This design comes from an exercise in tuning for a short achievable clock period and few clock cycles on the open sky130 flow, not from production work. The RTL was checked by simulation tests, not by an equivalence proof against the original design. Power figures rest on the tool's default switching activity, not on a simulated workload.

## flow/design.v (module list and top-level ports; edited modules follow where they fit)
// module lc4_decoder: 56 lines
// module lc4_regfile: 30 lines
// module lc4_add16: 29 lines
// module lc4_alu: 43 lines
// module lc4_mul_s1: 287 lines
// module lc4_mul_s2: 234 lines
// module lc4_pipeline: 407 lines
// module lc4_top: 43 lines
module lc4_top (
   input  logic        gwe,
   input  logic        i_reset,
   input  logic [15:0] i_cur_insn,
   input  logic [15:0] i_cur_dmem_data,
   output logic [15:0] o_cur_pc,
   output logic [15:0] o_dmem_addr,
   output logic        o_dmem_we,
   output logic [15:0] o_dmem_wdata,
   output logic        o_trace_valid,
   output logic [15:0] o_trace_pc,
   output logic [15:0] o_trace_insn,
   output logic        o_trace_regfile_we,
   output logic [2:0]  o_trace_wsel,
   output logic [15:0] o_trace_wdata,
   output logic        o_trace_nzp_we,
   output logic [2:0]  o_trace_nzp_bits,
   output logic        o_trace_dmem_we,
   output logic [15:0] o_trace_dmem_addr,
   output logic [15:0] o_trace_dmem_data
);
  // ...
==> flow/flow/run.sh <==
#!/bin/bash
set -euo pipefail
bash standard.sh SETUP_SLACK_MARGIN=5.6 finish > standard_flow.log 2>&1
==> flow/standard.sh <==
#!/bin/bash
# synth_recipe.tcl (not shown) runs the flow's synth.tcl, then flattens the netlist and writes it again
# the make line also repeats each setting of config.mk as NAME=value (left out here)
make -C /OpenROAD-flow-scripts/flow DESIGN_CONFIG=/design/flow/config.mk WORK_HOME=/design/flow/orfs CLKGATE_MAP_FILE= SYNTH_SCRIPT=/design/flow/synth_recipe.tcl "${@:-finish}"
==> flow/config.mk <==
export PLATFORM = sky130hd
export DESIGN_NAME = lc4_top
export DESIGN_NICKNAME = lc4_top
export VERILOG_FILES = /design/flow/design.v
export SDC_FILE = /design/flow/constraint.sdc
export NUM_CORES = 4
export LEC_CHECK = 0
export ABC_CLOCK_PERIOD_IN_PS = 2000
export CAP_MARGIN = 20
export CORE_MARGIN = 2
export CORE_UTILIZATION = 60
export CTS_CLUSTER_DIAMETER = 100
export CTS_CLUSTER_SIZE = 20
export PLACE_DENSITY = 0.72
export SLEW_MARGIN = 20
==> flow/constraint.sdc <==
create_clock -name core_clock -period 8.0 [get_ports {gwe}]
set_input_delay 1.6000 -clock core_clock [delete_from_list [all_inputs] [get_ports {gwe}]]
set_output_delay 1.6000 -clock core_clock [all_outputs]
set_load 0.01 [all_outputs]
==> metrics.md, run 1 <==
| Metric | Value |
|---|---|
| Met1 Use GR | `between 40% and 50%` |
| Area of the core | `between 50000 and 60000 um^2` |
| Die area | `~60000 um^2` |
| Max Clock Skew | `roughly 0.038 ns` |
| Row count | `87` |
| Yosys top cell by area | `dfxtp_1` |
| Status | `timing/DRC/antenna clean` |
| Largest family of logic cells by synthesized area | `compound AO/OA/AOI/OAI gates` |
| Critical Path Sink | `u_pipe.res_m[14]` |
| Largest net degree at the start of global routing | `91` |
| Max clock buf depth | `3` |
| Clock-cell share of area | `roughly 3%` |
| Tap cells | `about 760` |
| Syn_area_per_cell | `10.2 um^2` |
| Clock latency (worst-skew pair) | `roughly 0.63 ns` |
| Largest regs | `u_pipe.u_regfile.regs: 128 flops, u_pipe.m_cs: 81 flops` |
| Worst-path cell chain | `buf_4 -> ha_4 -> fa_2 -> nand2b_4 -> a221oi_2 -> or4_1 -> a41o_1 -> a211oi_2 -> xnor2_1 -> o2111ai_1 -> a211o_1` |
| Seq Cell Count | `slightly below 800` |
| Dpl cell area | `about 37000 um^2` |
| Diode count | `3` |
| Final Instance Area | `approximately 43000 um^2` |
| Worst Hold Depth | `0` |
| Placement Setup Slack | `a little over 4 ns` |
| Met3 GRT Util | `7.64%` |
| Non-Filler Instances | `4439` |
Testbench counts, summed over its fixed seeds: cycles 12,766.
==> module lc4_alu, before the edit <==
module lc4_alu (
   input  logic [15:0] i_res_m,         
   input  logic [15:0] i_a,             
   input  logic [15:0] i_b,             
   input  logic        i_sub,
   input  logic        i_e1,            
   input  logic        i_e2p,           
   input  logic        i_e2n,           
   input  logic        i_e3,            
   input  logic        i_e4p,           
   input  logic        i_e1m,           
   input  logic        i_e3m,
   input  logic        i_la_m,          
   input  logic        i_lb_m,          
   input  logic        i_op_and,
   input  logic        i_op_not,
   input  logic        i_op_or,
   input  logic        i_op_xor,
   input  logic        i_op_const,
   output logic [15:0] o_addr,
   output logic [15:0] o_result
);
   logic [15:0] s1, s2p, s2n, s3;
   logic [15:0] la, lb, lres;
   lc4_add16 u_add1  (.i_a(i_res_m), .i_b(i_b),       .i_cin(i_sub), .o_sum(s1));
   lc4_add16 u_add2p (.i_a(i_a),     .i_b(i_res_m),   .i_cin(1'b0),  .o_sum(s2p));
   lc4_add16 u_add2n (.i_a(i_a),     .i_b(~i_res_m),  .i_cin(1'b1),  .o_sum(s2n));
   lc4_add16 u_add3  (.i_a(i_a),     .i_b(i_b),       .i_cin(i_sub), .o_sum(s3));
   assign la = i_la_m ? i_res_m : i_a;
   assign lb = i_lb_m ? i_res_m : i_b;
   assign lres = ({16{i_op_and}}   & (la & lb))
               | ({16{i_op_or}}    & (la | lb))
               | ({16{i_op_xor}}   & (la ^ lb))
               | ({16{i_op_not}}   & ~la)
               | ({16{i_op_const}} & i_b);
   assign o_result = ({16{i_e1}}  & s1)
                   | ({16{i_e2p}} & s2p)
                   | ({16{i_e2n}} & s2n)
                   | ({16{i_e3}}  & s3)
                   | ({16{i_e4p}} & {i_res_m[14:0], 1'b0})
                   | lres;
   assign o_addr = ({16{i_e1m}} & s1) | ({16{i_e3m}} & s3);
endmodule
==> module lc4_pipeline, before the edit <==
module lc4_pipeline #(
   parameter logic [15:0] RESET_PC = 16'h8200
) (
   input  logic        gwe,
   input  logic        i_reset,
   input  logic [15:0] i_cur_insn,
   input  logic [15:0] i_cur_dmem_data,
   output logic [15:0] o_cur_pc,
   output logic [15:0] o_dmem_addr,
   output logic        o_dmem_we,
   output logic [15:0] o_dmem_wdata,
   output logic        o_trace_valid,
   output logic [15:0] o_trace_pc,
   output logic [15:0] o_trace_insn,
   output logic        o_trace_regfile_we,
   output logic [2:0]  o_trace_wsel,
   output logic [15:0] o_trace_wdata,
   output logic        o_trace_nzp_we,
   output logic [2:0]  o_trace_nzp_bits,
   output logic        o_trace_dmem_we,
   output logic [15:0] o_trace_dmem_addr,
   output logic [15:0] o_trace_dmem_data
);
   localparam int CSW = 81;              
   logic [15:0] pc;
   logic        stall, stall_nx;
   logic [2:0]  f_rd, f_rs, f_rt;
   logic        f_rs_re, f_rt_re, f_sd_re, f_we;
   logic        f_ld, f_st, f_mul;
   logic        f_add, f_sub, f_and, f_not, f_or, f_xor, f_const;
   logic        f_imm_sel;
   logic [15:0] f_imm;
   logic        d_valid;
   logic [15:0] d_insn;
   logic [2:0]  dec_rd, dec_rs, dec_rt;
   logic        dec_rs_re, dec_rt_re, dec_sd_re, dec_we;
   logic        dec_ld, dec_st, dec_mul;
   logic        dec_add, dec_sub, dec_and, dec_not, dec_or, dec_xor, dec_const;
   logic        dec_imm_sel;
   logic [15:0] dec_imm;
   logic [15:0] rf_rs, rf_rt;            
   logic        rf_clear;
   logic [2:0]  rd_rs, rd_rt0, rd_rt1;    
   logic [15:0] rf_rt0, rf_rt1;
   logic        h4_rs, h4_rt, h5_rs, h5_rt;
   logic        hs2, hs3, hs4, hs5, hsr, ht2, ht3, ht4, ht5, htr;
   logic        h1_rs, h1_rt, h2_rs, h2_rt, h3_rs, h3_rt;
   logic        f_hit_d, f_hit_x, d_hit_x;
   logic [15:0] rs_val, rt_val, nxt_w, nxt_t;
   logic        x_valid;
   logic [15:0] x_insn;
   logic [2:0]  x_rd;
   logic        x_we, x_ld, x_st, x_mul;
   logic        x_sub, x_and, x_not, x_or, x_xor, x_const;
   logic [15:0] xa_q, xb_q, xs_q, xma_q, xmb_q;
   logic        e1, e2p, e2n, e3, e4p, e1m, e3m, la_m, lb_m;
   logic        s_m, ma_m, mb_m;
   logic [15:0] x_s, x_ma, x_mb;
   logic [15:0] x_addr, x_result;
   logic [CSW-1:0] x_cs;
   logic        dec_adder, dec_logic, a_m, b_m;
   logic        m_valid;
   logic [15:0] m_insn;
   logic [2:0]  m_rd;
   logic        m_we, m_ld, m_st, m_mul;
   logic [15:0] res_m, m_addr, m_wdata;
   logic [CSW-1:0] m_cs;
   logic [15:0] m_row0, m_row1;
   logic        w_valid;
   logic [15:0] w_insn;
   logic [2:0]  w_rd;
   logic        w_we, w_st, w_mul;
   logic [15:0] res_w, w_daddr, w_ddata;
   logic [15:0] w_row0, w_row1, w_product;
   logic        t_valid;
   logic [15:0] t_insn;
   logic [2:0]  t_rd;
   logic        t_we, t_st;
   logic [15:0] res_t, t_daddr, t_ddata;
   logic [15:0] t_pc;                    
   logic        u_valid;
   logic [15:0] u_pc, u_insn;
   logic        u_rwe, u_dwe;
   logic [2:0]  u_wsel, u_nzp;
   logic [15:0] u_wdata, u_daddr, u_ddata;
   lc4_decoder u_decoder (
      .i_insn     (i_cur_insn),
      .o_rd       (f_rd),
      .o_rs       (f_rs),
      .o_rt       (f_rt),
      .o_rs_re    (f_rs_re),
      .o_rt_re    (f_rt_re),
      .o_sd_re    (f_sd_re),
      .o_rd_we    (f_we),
      .o_is_load  (f_ld),
      .o_is_store (f_st),
      .o_is_mul   (f_mul),
      .o_op_add   (f_add),
      .o_op_sub   (f_sub),
      .o_op_and   (f_and),
      .o_op_not   (f_not),
      .o_op_or    (f_or),
      .o_op_xor   (f_xor),
      .o_op_const (f_const),
      .o_imm_sel  (f_imm_sel),
      .o_imm      (f_imm)
   );
   assign f_hit_d = (f_rs_re & (f_rs == dec_rd)) | ((f_rt_re | f_sd_re) & (f_rt == dec_rd));
   assign f_hit_x = (f_rs_re & (f_rs == x_rd)) | ((f_rt_re | f_sd_re) & (f_rt == x_rd));
   assign d_hit_x = (dec_rs_re & (dec_rs == x_rd)) | ((dec_rt_re | dec_sd_re) & (dec_rt == x_rd));
   assign stall_nx = stall ? (x_mul & d_hit_x)
                           : (((dec_ld | dec_mul) & f_hit_d) | (x_mul & f_hit_x));
   always_ff @(posedge gwe) begin
      if (i_reset) begin
         pc        <= RESET_PC;
         stall     <= 1'b0;
         d_valid   <= 1'b0;
         dec_rs_re <= 1'b0;
         dec_rt_re <= 1'b0;
         dec_sd_re <= 1'b0;
         dec_we    <= 1'b0;
         dec_ld    <= 1'b0;
         dec_st    <= 1'b0;
         dec_mul   <= 1'b0;
         dec_add   <= 1'b0;
         dec_sub   <= 1'b0;
         dec_and   <= 1'b0;
         dec_not   <= 1'b0;
         dec_or    <= 1'b0;
         dec_xor   <= 1'b0;
         dec_const <= 1'b0;
      end else begin
         stall <= stall_nx;
         if (!stall) begin
            pc        <= pc + 16'd1;
            d_valid   <= 1'b1;
            dec_rs_re <= f_rs_re;
            dec_rt_re <= f_rt_re;
            dec_sd_re <= f_sd_re;
            dec_we    <= f_we;
            dec_ld    <= f_ld;
            dec_st    <= f_st;
            dec_mul   <= f_mul;
            dec_add   <= f_add;
            dec_sub   <= f_sub;
            dec_and   <= f_and;
            dec_not   <= f_not;
            dec_or    <= f_or;
            dec_xor   <= f_xor;
            dec_const <= f_const;
         end
      end
   end
   always_ff @(posedge gwe) begin
      if (!stall) begin
         d_insn      <= i_cur_insn;
         dec_rd      <= f_rd;
         dec_rs      <= f_rs;
         dec_rt      <= f_rt;
         dec_imm_sel <= f_imm_sel;
         dec_imm     <= f_imm;
      end
   end
   assign o_cur_pc = pc;
   always_ff @(posedge gwe) begin
      rf_clear <= i_reset;
   end
   assign rd_rs  = stall ? d_insn[8:6]  : i_cur_insn[8:6];
   assign rd_rt0 = stall ? d_insn[2:0]  : i_cur_insn[2:0];
   assign rd_rt1 = stall ? d_insn[11:9] : i_cur_insn[11:9];
   lc4_regfile u_regfile (
      .gwe       (gwe),
      .i_clear   (rf_clear),
      .i_rs_sel  (rd_rs),
      .i_rt0_sel (rd_rt0),
      .i_rt1_sel (rd_rt1),
      .i_rd_sel  (t_rd),
      .i_rd_we   (t_we),
      .i_wdata   (res_t),
      .o_rs_q    (rf_rs),
      .o_rt0_q   (rf_rt0),
      .o_rt1_q   (rf_rt1)
   );
   assign rf_rt = dec_st ? rf_rt1 : rf_rt0;
   assign h1_rs = x_we && (x_rd == dec_rs);
   assign h1_rt = x_we && (x_rd == dec_rt);
   assign h2_rs = m_we && (m_rd == dec_rs);
   assign h2_rt = m_we && (m_rd == dec_rt);
   assign h3_rs = w_we && (w_rd == dec_rs);
   assign h3_rt = w_we && (w_rd == dec_rt);
   assign h4_rs = t_we && (t_rd == dec_rs);
   assign h4_rt = t_we && (t_rd == dec_rt);
   assign h5_rs = u_rwe && (u_wsel == dec_rs);
   assign h5_rt = u_rwe && (u_wsel == dec_rt);
   assign hs2 = h2_rs;
   assign hs3 = ~h2_rs & h3_rs;
   assign hs4 = ~h2_rs & ~h3_rs & h4_rs;
   assign hs5 = ~h2_rs & ~h3_rs & ~h4_rs & h5_rs;
   assign hsr = ~h2_rs & ~h3_rs & ~h4_rs & ~h5_rs;
   assign ht2 = h2_rt;
   assign ht3 = ~h2_rt & h3_rt;
   assign ht4 = ~h2_rt & ~h3_rt & h4_rt;
   assign ht5 = ~h2_rt & ~h3_rt & ~h4_rt & h5_rt;
   assign htr = ~h2_rt & ~h3_rt & ~h4_rt & ~h5_rt;
   assign nxt_w = m_ld ? i_cur_dmem_data : res_m;
   assign nxt_t = w_mul ? w_product : res_w;
   assign rs_val = ({16{hs2}} & nxt_w) | ({16{hs3}} & nxt_t) | ({16{hs4}} & res_t) |
                   ({16{hs5}} & u_wdata) | ({16{hsr}} & rf_rs);
   assign rt_val = ({16{ht2}} & nxt_w) | ({16{ht3}} & nxt_t) | ({16{ht4}} & res_t) |
                   ({16{ht5}} & u_wdata) | ({16{htr}} & rf_rt);
   assign dec_adder = dec_add | dec_sub;
   assign dec_logic = dec_and | dec_or | dec_xor | dec_not;
   assign a_m       = h1_rs;                     
   assign b_m       = dec_rt_re & h1_rt;
   always_ff @(posedge gwe) begin
      if (i_reset || stall) begin
         x_valid <= 1'b0;
         x_we    <= 1'b0;
         x_ld    <= 1'b0;
         x_st    <= 1'b0;
         x_mul   <= 1'b0;
         x_sub   <= 1'b0;
         x_and   <= 1'b0;
         x_not   <= 1'b0;
         x_or    <= 1'b0;
         x_xor   <= 1'b0;
         x_const <= 1'b0;
         e1      <= 1'b0;
         e2p     <= 1'b0;
         e2n     <= 1'b0;
         e3      <= 1'b0;
         e4p     <= 1'b0;
         e1m     <= 1'b0;
         e3m     <= 1'b0;
         la_m    <= 1'b0;
         lb_m    <= 1'b0;
         s_m     <= 1'b0;
         ma_m    <= 1'b0;
         mb_m    <= 1'b0;
      end else begin
         x_valid <= d_valid;
         x_we    <= dec_we;
         x_ld    <= dec_ld;
         x_st    <= dec_st;
         x_mul   <= dec_mul;
         x_sub   <= dec_sub;
         x_and   <= dec_and;
         x_not   <= dec_not;
         x_or    <= dec_or;
         x_xor   <= dec_xor;
         x_const <= dec_const;
         e1      <= dec_adder & a_m & ~b_m;
         e2p     <= dec_adder & ~a_m & b_m & ~dec_sub;
         e2n     <= dec_adder & ~a_m & b_m & dec_sub;
         e3      <= dec_adder & ~a_m & ~b_m;
         e4p     <= dec_adder & a_m & b_m & ~dec_sub;
         e1m     <= (dec_ld | dec_st) & a_m;
         e3m     <= (dec_ld | dec_st) & ~a_m;
         la_m    <= dec_logic & a_m;
         lb_m    <= dec_logic & b_m;
         s_m     <= dec_sd_re & h1_rt;
         ma_m    <= dec_mul & h1_rs;
         mb_m    <= dec_mul & h1_rt;
      end
   end
   always_ff @(posedge gwe) begin
      x_insn <= d_insn;
      x_rd   <= dec_rd;
      xa_q   <= rs_val;
      xb_q   <= dec_imm_sel ? dec_imm : (dec_sub ? ~rt_val : rt_val);
      xs_q   <= rt_val;
      xma_q  <= (dec_mul & ~h1_rs) ? rs_val : '0;
      xmb_q  <= (dec_mul & ~h1_rt) ? rt_val : '0;
   end
   lc4_alu u_alu (
      .i_res_m    (res_m),
      .i_a        (xa_q),
      .i_b        (xb_q),
      .i_sub      (x_sub),
      .i_e1       (e1),
      .i_e2p      (e2p),
      .i_e2n      (e2n),
      .i_e3       (e3),
      .i_e4p      (e4p),
      .i_e1m      (e1m),
      .i_e3m      (e3m),
      .i_la_m     (la_m),
      .i_lb_m     (lb_m),
      .i_op_and   (x_and),
      .i_op_not   (x_not),
      .i_op_or    (x_or),
      .i_op_xor   (x_xor),
      .i_op_const (x_const),
      .o_addr     (x_addr),
      .o_result   (x_result)
   );
   assign x_s  = s_m ? res_m : xs_q;
   assign x_ma = ({16{ma_m}} & res_m) | xma_q;
   assign x_mb = ({16{mb_m}} & res_m) | xmb_q;
   lc4_mul_s1 u_mul_s1 (
      .i_a  (x_ma),
      .i_b  (x_mb),
      .o_cs (x_cs)
   );
   always_ff @(posedge gwe) begin
      if (i_reset) begin
         m_valid <= 1'b0;
         m_we    <= 1'b0;
         m_ld    <= 1'b0;
         m_st    <= 1'b0;
         m_mul   <= 1'b0;
      end else begin
         m_valid <= x_valid;
         m_we    <= x_we;
         m_ld    <= x_ld;
         m_st    <= x_st;
         m_mul   <= x_mul;
      end
      m_insn  <= x_insn;
      m_rd    <= x_rd;
      res_m   <= x_result;
      m_addr  <= x_addr;
      m_wdata <= x_st ? x_s : '0;
      m_cs    <= x_cs;
   end
   assign o_dmem_addr  = m_addr;
   assign o_dmem_we    = m_st;
   assign o_dmem_wdata = m_wdata;
   lc4_mul_s2 u_mul_s2 (
      .i_cs   (m_cs),
      .o_row0 (m_row0),
      .o_row1 (m_row1)
   );
   always_ff @(posedge gwe) begin
      if (i_reset) begin
         w_valid <= 1'b0;
         w_we    <= 1'b0;
         w_st    <= 1'b0;
         w_mul   <= 1'b0;
      end else begin
         w_valid <= m_valid;
         w_we    <= m_we;
         w_st    <= m_st;
         w_mul   <= m_mul;
      end
      w_insn  <= m_insn;
      w_rd    <= m_rd;
      res_w   <= m_ld ? i_cur_dmem_data : res_m;
      w_daddr <= m_addr;
      w_ddata <= m_ld ? i_cur_dmem_data : m_wdata;
      w_row0  <= m_row0;
      w_row1  <= m_row1;
   end
   lc4_add16 u_mul_add (
      .i_a   (w_row0),
      .i_b   (w_row1),
      .i_cin (1'b0),
      .o_sum (w_product)
   );
   always_ff @(posedge gwe) begin
      if (i_reset) begin
         t_valid <= 1'b0;
         t_we    <= 1'b0;
         t_st    <= 1'b0;
      end else begin
         t_valid <= w_valid;
         t_we    <= w_we;
         t_st    <= w_st;
      end
      t_insn  <= w_insn;
      t_rd    <= w_rd;
      res_t   <= w_mul ? w_product : res_w;
      t_daddr <= w_daddr;
      t_ddata <= w_ddata;
   end
   always_ff @(posedge gwe) begin
      if (i_reset) begin
         u_valid <= 1'b0;
         t_pc    <= RESET_PC;
      end else begin
         u_valid <= t_valid;
         if (t_valid) begin
            t_pc <= t_pc + 16'd1;
         end
      end
      u_pc    <= t_pc;
      u_insn  <= t_insn;
      u_rwe   <= t_we;
      u_wsel  <= t_we ? t_rd : '0;
      u_wdata <= t_we ? res_t : '0;
      u_nzp   <= t_we ? lc4_pkg::nzp_of(res_t) : '0;
      u_dwe   <= t_st;
      u_daddr <= t_daddr;
      u_ddata <= t_ddata;
   end
   assign o_trace_valid      = u_valid;
   assign o_trace_pc         = u_pc;
   assign o_trace_insn       = u_insn;
   assign o_trace_regfile_we = u_rwe;
   assign o_trace_wsel       = u_wsel;
   assign o_trace_wdata      = u_wdata;
   assign o_trace_nzp_we     = u_rwe;
   assign o_trace_nzp_bits   = u_nzp;
   assign o_trace_dmem_we    = u_dwe;
   assign o_trace_dmem_addr  = u_daddr;
   assign o_trace_dmem_data  = u_ddata;
endmodule
==> run 2, diff against run 1 <==
--- a/flow/design.v
+++ b/flow/design.v
@@ -151,2 +151,4 @@
    input  logic        i_e3m,
+   input  logic        i_ea1,           
+   input  logic        i_ea3,
    input  logic        i_la_m,          
@@ -158,3 +160,4 @@
    input  logic        i_op_const,
-   output logic [15:0] o_addr,
+   output logic [15:0] o_addr,          
+   output logic [15:0] o_port_addr,     
    output logic [15:0] o_result
@@ -180,3 +183,4 @@
                    | lres;
-   assign o_addr = ({16{i_e1m}} & s1) | ({16{i_e3m}} & s3);
+   assign o_addr      = ({16{i_e1m}} & s1) | ({16{i_e3m}} & s3);
+   assign o_port_addr = ({16{i_ea1}} & s1) | ({16{i_ea3}} & s3);
 endmodule
@@ -730,2 +734,3 @@
    logic [15:0] pc;
+   logic [15:0] pc_port;                 
    logic        stall, stall_nx;
@@ -751,2 +756,4 @@
    logic        hs2, hs3, hs4, hs5, hsr, ht2, ht3, ht4, ht5, htr;
+   logic [7:0]  r5_oh;                   
+   logic [15:0] r5_val;                  
    logic        h1_rs, h1_rt, h2_rs, h2_rt, h3_rs, h3_rt;
@@ -760,3 +767,4 @@
    logic [15:0] xa_q, xb_q, xs_q, xma_q, xmb_q;
-   logic        e1, e2p, e2n, e3, e4p, e1m, e3m, la_m, lb_m;
+   logic        e1, e2p, e2n, e3, e4p, e1m, e3m, la_m, lb_m, ea1, ea3;
+   logic [15:0] x_port_addr, m_addr_port, m_wdata_port;
    logic        s_m, ma_m, mb_m;
@@ -812,4 +820,6 @@
    );
-   assign f_hit_d = (f_rs_re & (f_rs == dec_rd)) | ((f_rt_re | f_sd_re) & (f_rt == dec_rd));
-   assign f_hit_x = (f_rs_re & (f_rs == x_rd)) | ((f_rt_re | f_sd_re) & (f_rt == x_rd));
+   assign f_hit_d = (f_rs_re & (i_cur_insn[8:6] == dec_rd)) | (f_rt_re & (i_cur_insn[2:0] == dec_rd)) |
+                    (f_sd_re & (i_cur_insn[11:9] == dec_rd));
+   assign f_hit_x = (f_rs_re & (i_cur_insn[8:6] == x_rd)) | (f_rt_re & (i_cur_insn[2:0] == x_rd)) |
+                    (f_sd_re & (i_cur_insn[11:9] == x_rd));
    assign d_hit_x = (dec_rs_re & (dec_rs == x_rd)) | ((dec_rt_re | dec_sd_re) & (dec_rt == x_rd));
@@ -820,2 +830,3 @@
          pc        <= RESET_PC;
+         pc_port   <= RESET_PC;
          stall     <= 1'b0;
@@ -837,3 +848,4 @@
       end else begin
-         stall <= stall_nx;
+         stall   <= stall_nx;
+         pc_port <= stall ? pc : pc + 16'd1;
          if (!stall) begin
@@ -868,3 +880,3 @@
    end
-   assign o_cur_pc = pc;
+   assign o_cur_pc = pc_port;
    always_ff @(posedge gwe) begin
@@ -897,4 +909,4 @@
    assign h4_rt = t_we && (t_rd == dec_rt);
-   assign h5_rs = u_rwe && (u_wsel == dec_rs);
-   assign h5_rt = u_rwe && (u_wsel == dec_rt);
+   assign h5_rs = r5_oh[dec_rs];
+   assign h5_rt = r5_oh[dec_rt];
    assign hs2 = h2_rs;
@@ -912,5 +924,5 @@
    assign rs_val = ({16{hs2}} & nxt_w) | ({16{hs3}} & nxt_t) | ({16{hs4}} & res_t) |
-                   ({16{hs5}} & u_wdata) | ({16{hsr}} & rf_rs);
+                   ({16{hs5}} & r5_val) | ({16{hsr}} & rf_rs);
    assign rt_val = ({16{ht2}} & nxt_w) | ({16{ht3}} & nxt_t) | ({16{ht4}} & res_t) |
-                   ({16{ht5}} & u_wdata) | ({16{htr}} & rf_rt);
+                   ({16{ht5}} & r5_val) | ({16{htr}} & rf_rt);
    assign dec_adder = dec_add | dec_sub;
@@ -939,2 +951,4 @@
          e3m     <= 1'b0;
+         ea1     <= 1'b0;
+         ea3     <= 1'b0;
          la_m    <= 1'b0;
@@ -963,2 +977,4 @@
          e3m     <= (dec_ld | dec_st) & ~a_m;
+         ea1     <= a_m;
+         ea3     <= ~a_m;
          la_m    <= dec_logic & a_m;
@@ -991,2 +1007,4 @@
       .i_e3m      (e3m),
+      .i_ea1      (ea1),
+      .i_ea3      (ea3),
       .i_la_m     (la_m),
@@ -999,2 +1017,3 @@
       .o_addr     (x_addr),
+      .o_port_addr(x_port_addr),
       .o_result   (x_result)
@@ -1027,2 +1046,4 @@
       m_addr  <= x_addr;
+      m_addr_port  <= x_port_addr;
+      m_wdata_port <= x_s;
       m_wdata <= x_st ? x_s : '0;
@@ -1030,5 +1051,5 @@
    end
-   assign o_dmem_addr  = m_addr;
+   assign o_dmem_addr  = m_addr_port;
    assign o_dmem_we    = m_st;
-   assign o_dmem_wdata = m_wdata;
+   assign o_dmem_wdata = m_wdata_port;
    lc4_mul_s2 u_mul_s2 (
@@ -1100,2 +1121,10 @@
    end
+   always_ff @(posedge gwe) begin
+      if (i_reset) begin
+         r5_oh <= '0;
+      end else begin
+         r5_oh <= t_we ? (8'd1 << t_rd) : 8'd0;
+      end
+      r5_val <= res_t;
+   end
    assign o_trace_valid      = u_valid;
==> run 2 against run 1 <==
Compared with the run above: largest cell class unchanged; via count is 1.9% higher; register-to-register slack better by 0.04 ns; still clean on timing, DRC and antenna; sequential share of layout area is 1.8 points higher; sequential power is 9.3% higher; cell count is 0.95% higher.
==> metrics.md, run 2 <==
| Metric | Value |
|---|---|
| Pwr Total | `between 8 and 9 mW` |
| Slew HR | `between 30% and 40%` |
| Clock latency (worst-skew pair) | `0.65 ns (+0.02 ns)` |
| Cells after Synth | `between 3000 and 4000` |
| DRT antenna net count | `0` |
| CTS Buf Count | `47` |
| Count leader, synth | `dfxtp_1` |
| Area of the core | `58700 um^2 (+4.3%)` |
| Via count | `roughly 29000` |
| Core Util, Final | `between 70 and 80%` |
| Max-cap violation count | `0` |
| Final Instance Area | `43600 um^2 (+2.0%)` |
| Clock sink total | `829` |
| CTS root buf | `clkbuf_16` |
| Synth Register Bits | `~830` |
| Status | `timing/DRC/antenna clean` |
| Netlist cell types | `between 80 and 90` |
| Ys Warns | `3` |
| Largest regs | `u_pipe.u_regfile.regs: 128 flops, u_pipe.m_cs: 81 flops` |
| Final Setup Violations | `0` |
| Max clock buf depth | `3 (unchanged)` |
| CP Class | `reg -> reg` |
| Fin Setup TNS | `0 ns` |
| Placement Setup Slack | `4.08 ns (-0.0569 ns)` |
| Worst Path Arrival | `about 3.3 ns` |
| Synth Flop Type | `dfxtp_1` |
| Global route overflow | `0` |
| Vias in the first global route | `about 28000` |
| Commonest cells after routing, fill and taps aside | `dfxtp_1, nor2_1, inv_1` |
| WP data required | `8.50 ns` |
| Setup WS post-layout | `between 5 and 6 ns` |
| Min-Delay Path Class | `reg -> reg` |
| Chip height | `between 200 and 250 um` |
| Gr busiest metal | `met2` |
| Drt wl/cell | `between 20 and 25 um` |
| Reg-to-reg critical path startpoint | `u_pipe.dec_rt[1]` |
| Layout cells sized above 1 | `between 20% and 30%` |
| Peak supply drop | `around 190 uV` |
| Dpl cell area | `38100 um^2 (+3.4%)` |
| Synth Cell Area | `about 35000 um^2` |
| Initial antenna violation count | `2` |
| Most common cell after layout, fill and taps aside | `dfxtp_1` |
| Worst reg2reg setup slack | `5.19 ns` |
| Htree depth | `2` |
| Slew @ Worst Pin | `just over 1 ns` |
| Iteration-0 DRC count of the detailed router | `3300` |
| First-pass GRT wire length | `between 150000 and 200000 um` |
| Met3 GRT Util | `7.08% (-0.57 points)` |
| Die area | `60900 um^2 (+3.8%)` |
| Sequential share of the synthesized area | `between 40% and 50%` |
| Worst setup startpoint | `u_pipe.dec_rt[1]` |
| Clock period minus worst slack | `2.81 ns` |
| Largest register FFs | `~130` |
| Via-per-instance ratio | `between 6 and 7` |
| RSZ-0062 raised after global routing | `yes` |
| Die span in x | `roughly 250 um` |
| GRT Overall Usage | `35.3%` |
| Hold slack | `~0.32 ns` |
| Most flops, register | `u_pipe.u_regfile.regs` |
| Port bufs | `approximately 170` |
| Tcrit/Tclk final | `between 30% and 40%` |
| Post-synth top cells | `dfxtp_1, nor2_1, nand2_1` |
| # IOs | `approximately 170` |
| Area growth syn-to-layout | `23.1%` |
| Leak | `about 18 nW` |
| Setup crit start kind | `flip-flop` |
| Met1 Use GR | `44.4% (-0.63 points)` |
| Synth Net Count | `around 3700` |
| DRT Wirelength | `111000 um` |
| Syn_area_per_cell | `10.3 um^2 (+1.8%)` |
| TritonRoute pass-1 iters | `7` |
| Non-Filler Instances | `4481 (+0.95%)` |
| Diode count | `0 (-3)` |
| CP endpoint kind | `flip-flop` |
| Yosys top cell by area | `dfxtp_1` |
| PD cells | `approximately 180 nW/um^2` |
| Post-synth ARST share | `0%` |
| Largest net degree at the start of global routing | `96 (+5.5%)` |
| GP Congestion | `slightly above 0.9` |
| Cells after DPL | `4194` |
| Share of the synthesized area in the top cell type | `45.6%` |
| Met2 Resource Use GR | `between 50% and 60%` |
| Final nets | `~4000` |
| Effective utilization at floorplan | `~60%` |
| Fmax achieved | `356 MHz` |
| CTS tree | `yes` |
| Clock transition at path regs | `approximately 0.090 ns` |
| Row count | `89 (+2.3%)` |
| Critical Path Sink | `u_pipe.xb_q[5]` |
| Ranking of synthesized cells by area | `dfxtp_1, mux4_2, fa_1, ha_1, nor2_1` |
| RR Endpoint | `u_pipe.xb_q[5]` |
| DRC | `0` |
| Number of synthesized flops with an enable pin | `24` |
| Final Hold Fails | `0` |
| Critical Path Fanout Max | `5` |
| DPL Wire Length | `between 60000 and 70000 um` |
| Final Slew Violations | `0` |
| Reg2reg path depth | `9` |
| Max Clock Skew | `0.0343 ns (-0.00407 ns)` |
## run 2: changes by cell type in the layout (fill, tap and decap cells not counted), moves of 23 or more
cell	change
nor2b_1	-25
inv_1	-25
a32oi_1	+23
a22oi_1	-40
dfxtp_1	+76
buf_4	-42
## run 2: worst min-delay path by stage
stage | from | endpoint | slack (ns) | cells past startpoint
floorplan | u_pipe.x_insn[0] | u_pipe.m_insn[0] | 0.31 | 0
global placement | u_pipe.m_cs[1] | u_pipe.w_row0[1] | 0.31 | 0
detailed placement | u_pipe.x_insn[3] | u_pipe.m_insn[3] | 0.31 | 0
CTS | u_pipe.t_ddata[15] | u_pipe.u_ddata[15] | 0.32 | 0
global route | u_pipe.t_daddr[5] | u_pipe.u_daddr[5] | 0.33 | 0
finish | u_pipe.w_daddr[12] | u_pipe.t_daddr[12] | 0.32 | 0
## run 2: repair_timing
item / in CTS / in global routing
resized for setup: 1035 / 294
pin swaps: 151 / 130
setup endpoints to repair: 482 / 375
gates cloned: 14 / 3
hold buffers: 0 / 0
buffers inserted: 159 / 51
## run 2: power by group
part	total (mW)	leakage [nW]	internal (mW)	switching [mW]
registers	4.47	6.83	4.26	0.211
logic	1.04	10.3	0.435	0.605
clock network	2.49	0.636	1.12	1.37
total	8.00	17.8	5.82	2.19
## run 2: layout make-up
class | instances | area [um^2]
Timing Repair Buffer | 432 | 4300
Inverter | 229 | 885
Clock inverter | 2 | 31.3
Tap cell | 773 | 967
Timing Repair inverter | 1 | 5.00
Clock buffer | 58 | 1270
Fill cell | 3977 | 15100
Multi-Input combinational cell | 2157 | 19100
Sequential cell | 829 | 17000
## run 2: metal layers
| layer | share of wire, % | vias to the layer above | routed length [um] |
|---|---|---|---|
| li1 | - | 12419 | - |
| met1 | 37 | 13911 | 41400 |
| met2 | 47 | 1758 | 52400 |
| met3 | 9.6 | 480 | 10700 |
| met4 | 5.8 | 6 | 6480 |
| met5 | 0.095 | - | 106 |
## run 2: kinds of logic after synthesis
kind of cell	count (synthesis)	synth area share (%)
AOI/OAI and AO/OA	681	13.5
xor gates and xnor gates	151	3.74
adders and majority gates	211	9.27
buffers and inverters	435	4.75
DFF	829	47.6
muxes	205	9.52
and+or+nand+nor	907	11.6
## run 2: worst max-delay path: stages, from the launching register on
cell and delay (ns):
edfxtp_1 0.52, mux4_2 0.58, mux2i_4 0.29, nor4_2 0.07
buf_4 0.18, a222oi_1 0.32, o21ai_1 0.17, a21oi_4 0.25
xor2_2 0.20, o21ai_2 0.09
Testbench counts of run 2, summed over its fixed seeds: cycles 12,766.

==> static timing again, ports no longer ideal <==
In the flow no input, the clock included, has a driving cell. The finished layouts below were timed again as built, in two steps.
Step 1 (the two cells are an assumption about what drives the block):
set clk [get_ports {gwe}]
set_driving_cell -lib_cell sky130_fd_sc_hd__clkbuf_16 $clk
set_driving_cell -lib_cell sky130_fd_sc_hd__buf_2 [delete_from_list [all_inputs] $clk]
Step 2 times the ports against the registers' clock, not the clock port: input delays grow and output delays shrink by t, the midpoint of the rising clock arrivals with the driver on.
Three values: no drivers, after step 1, after step 2; two values: the first two.
run | t (ns) | setup slack, ns | worst hold slack (ns) | pins driven straight from the clock port
run 1 | 0.673 | 5.157 / 5.157 / 4.819 | 0.319 / 0.319 / 0.319 | 1
run 2 | 0.703 | 5.194 / 5.177 / 4.635 | 0.321 / 0.321 / 0.321 | 1
After both steps setup and hold are still met in every run listed. The setup slack of run 2, which loses most, moves by -0.017 ns with the drivers and by -0.559 ns with both steps.
